Background: an optimization exercise with open tools, aiming at small area, a short achievable clock period and few clock cycles per item. Do not read the settings as production practice.

==> flow/design.v (excerpt) <==
module cordic_park_engine #(
  parameter int WIDTH       = 16,
  parameter int ANGLE_WIDTH = 16,
  parameter int ITERATIONS  = 14,
  parameter int GUARD_BITS  = 3,
  parameter int GAIN_BITS   = 15,
  parameter int TAG_WIDTH   = 2
) (
  input  logic                          clk,
  input  logic                          rst,
  input  logic                          in_valid,
  output logic                          in_ready,
  input  logic                          mode,
  input  logic signed [WIDTH-1:0]       in_x,
  input  logic signed [WIDTH-1:0]       in_y,
  input  logic [ANGLE_WIDTH-1:0]        angle,
  input  logic [TAG_WIDTH-1:0]          in_tag,
  output logic                          out_valid,
  input  logic                          out_ready,
  output logic signed [WIDTH-1:0]       out_x,
  output logic signed [WIDTH-1:0]       out_y,
  output logic [TAG_WIDTH-1:0]          out_tag,
  output logic                          busy
);
For scale: about 5400 cells after synthesis, ~92 I/O pins, about 56000 um2 of cells after synthesis.
Settings: LEC_CHECK=0, ABC_CLOCK_PERIOD_IN_PS=4500, CAP_MARGIN=20, CORE_MARGIN=2, CORE_UTILIZATION=60, CTS_BUF_LIST=sky130_fd_sc_hd__clkbuf_4 sky130_fd_sc_hd__clkbuf_8, PLACE_DENSITY=0.72, SETUP_SLACK_MARGIN=5, SLEW_MARGIN=20; clock period 10.0 ns.
run.sh (not shown) runs the stock make flow with config.mk's settings and CLKGATE_MAP_FILE= SYNTH_SCRIPT=/design/flow/synth_recipe.tcl, a recipe that flattens the netlist after the stock synthesis.
The starting point completed with no timing, DRC or antenna violations.
Change:
--- a/flow/config.mk
+++ b/flow/config.mk
@@ -8 +8 @@
-export ABC_CLOCK_PERIOD_IN_PS = 4500
+export ABC_CLOCK_PERIOD_IN_PS = 5000
After rerunning: The new run ran to the end with no violations; area after synthesis does not change; global-route usage stays the same; worst setup slack stays the same; synthesized cell count stays the same; maximum frequency does not change.
No functional check of the RTL was part of any run of this note.


Another version of the RTL of cordic_park_engine (not shown whole).
For scale: about 480 flip-flops, ~92 I/O pins, roughly 55000 µm² of cells after synthesis.
Settings: LEC_CHECK=0, ABC_CLOCK_PERIOD_IN_PS=5000, CAP_MARGIN=20, CORE_MARGIN=2, CORE_UTILIZATION=55, CTS_BUF_LIST=sky130_fd_sc_hd__clkbuf_4 sky130_fd_sc_hd__clkbuf_8, CTS_CLUSTER_DIAMETER=50, CTS_CLUSTER_SIZE=20, GPL_ROUTABILITY_DRIVEN=0, GPL_TIMING_DRIVEN=1, PLACE_DENSITY=0.68, SETUP_SLACK_MARGIN=5, SLEW_MARGIN=20; clock period 10.0 ns.
standard.sh (not shown) runs the stock make flow with config.mk's settings and CLKGATE_MAP_FILE= SYNTH_SCRIPT=/design/flow/synth_recipe.tcl, a recipe that flattens the netlist after the stock synthesis.
==> flow/flow/run.sh <==
#!/bin/bash
# The standard layout, with the port buffers made from buf_2 cells instead of OpenROAD's
# default choice (a delay buffer). Every port still gets its own buffer.
bash standard.sh "BUFFER_PORTS_ARGS=-buffer_cell sky130_fd_sc_hd__buf_2" finish > standard.log 2>&1
The starting point finished clean.
Then changed:
==> flow/run.sh (new file) <==
#!/bin/bash
# synth_recipe.tcl (not shown) runs the flow's synth.tcl, then flattens the netlist and writes it again
# the make line also repeats each setting of config.mk as NAME=value (left out here)
make -C /OpenROAD-flow-scripts/flow DESIGN_CONFIG=/design/flow/config.mk WORK_HOME=/design/flow/orfs CLKGATE_MAP_FILE= SYNTH_SCRIPT=/design/flow/synth_recipe.tcl finish
--- a/flow/config.mk
+++ b/flow/config.mk
@@ -9,11 +9,9 @@
 export CAP_MARGIN = 20
 export CORE_MARGIN = 2
-export CORE_UTILIZATION = 55
+export CORE_UTILIZATION = 60
 export CTS_BUF_LIST = sky130_fd_sc_hd__clkbuf_4 sky130_fd_sc_hd__clkbuf_8
 export CTS_CLUSTER_DIAMETER = 50
 export CTS_CLUSTER_SIZE = 20
-export GPL_ROUTABILITY_DRIVEN = 0
-export GPL_TIMING_DRIVEN = 1
-export PLACE_DENSITY = 0.68
+export PLACE_DENSITY = 0.72
 export SETUP_SLACK_MARGIN = 5
 export SLEW_MARGIN = 20
removed: flow/flow/run.sh
removed: flow/standard.sh
=>
- The changed run completed without violations
- final area climbs by 0.45%
- core utilization rises by 5.2 points
- sequential share of layout area shrinks by 0.11 points
- via count stays flat
- setup slack got worse by 0.043 ns
- die area is lower by 8.2%
- critical path depth decreases by 17
- routed wire length is about the same
Then changed:
--- a/flow/config.mk
+++ b/flow/config.mk
@@ -9,9 +9,11 @@
 export CAP_MARGIN = 20
 export CORE_MARGIN = 2
-export CORE_UTILIZATION = 60
-export CTS_BUF_LIST = sky130_fd_sc_hd__clkbuf_4 sky130_fd_sc_hd__clkbuf_8
-export CTS_CLUSTER_DIAMETER = 50
-export CTS_CLUSTER_SIZE = 20
-export PLACE_DENSITY = 0.72
+export CORE_UTILIZATION = 55
+export CTS_BUF_LIST = sky130_fd_sc_hd__clkbuf_2 sky130_fd_sc_hd__clkbuf_4
+export CTS_CLUSTER_DIAMETER = 40
+export CTS_CLUSTER_SIZE = 15
+export GPL_ROUTABILITY_DRIVEN = 0
+export GPL_TIMING_DRIVEN = 1
+export PLACE_DENSITY = 0.68
 export SETUP_SLACK_MARGIN = 5
 export SLEW_MARGIN = 20
Effect: Final area barely changes. Register-to-register slack improved by 0.02 ns. Critical path depth is unchanged. Sequential share of layout area barely changes. Utilization goes down by 4.8 points. Synthesized cell count does not change. Setup slack gets worse by 0.016 ns.
Then changed:
--- a/flow/config.mk
+++ b/flow/config.mk
@@ -10,7 +10,7 @@
 export CORE_MARGIN = 2
 export CORE_UTILIZATION = 55
-export CTS_BUF_LIST = sky130_fd_sc_hd__clkbuf_2 sky130_fd_sc_hd__clkbuf_4
-export CTS_CLUSTER_DIAMETER = 40
-export CTS_CLUSTER_SIZE = 15
+export CTS_BUF_LIST = sky130_fd_sc_hd__clkbuf_4 sky130_fd_sc_hd__clkbuf_8
+export CTS_CLUSTER_DIAMETER = 50
+export CTS_CLUSTER_SIZE = 20
 export GPL_ROUTABILITY_DRIVEN = 0
 export GPL_TIMING_DRIVEN = 1
Outcome:
- maximum frequency hardly moves
- routed wire length is about the same
- worst hold slack hardly moves
- count of clock-buffer cells in the layout fell by 11
No run of this note included a check of the RTL's function; only the layout flow was run.

==> re-timing with driven ports <==
In the flow no input, the clock included, has a driving cell. The finished layouts below were timed again as built, in two steps. Step 1, drivers: a clkbuf_16 drives clk and a buf_2 each remaining input, both assumed. Step 2 moves the port delays by t, midway between the first and last clock arrival at a register: inputs arrive t later, outputs are due t later. That takes back most of the time a late clock gives input paths. Three values: no drivers, after step 1, after step 2; two values: the first two.
| run | shift t [ns] | setup WS [ns] | worst setup path after step 2 | worst slew at a driven data input, ns |
|---|---|---|---|---|
| the first run of note 1 | 0.799 | 4.441 / 4.377 / 4.354 | input to register | 0.08 |
| the second run of note 1 | 0.799 | 4.441 / 4.377 / 4.354 | input to register | 0.08 |
| the first run of note 2 | 0.766 | 5.153 / 5.153 / 4.830 | input to register | 0.04 |
| the second run of note 2 | 0.756 | 5.110 / 5.087 / 4.552 | input to register | 0.04 |
| the third run of note 2 | 1.020 | 5.094 / 5.072 / 4.355 | input to register | 0.04 |
| the fourth run of note 2 | 0.779 | 5.093 / 5.071 / 4.478 | input to register | 0.04 |
After both steps every run listed still meets setup and hold. For the third run of note 2, which loses most, drivers alone change the setup slack by -0.022 ns; drivers and shift together by -0.739 ns.
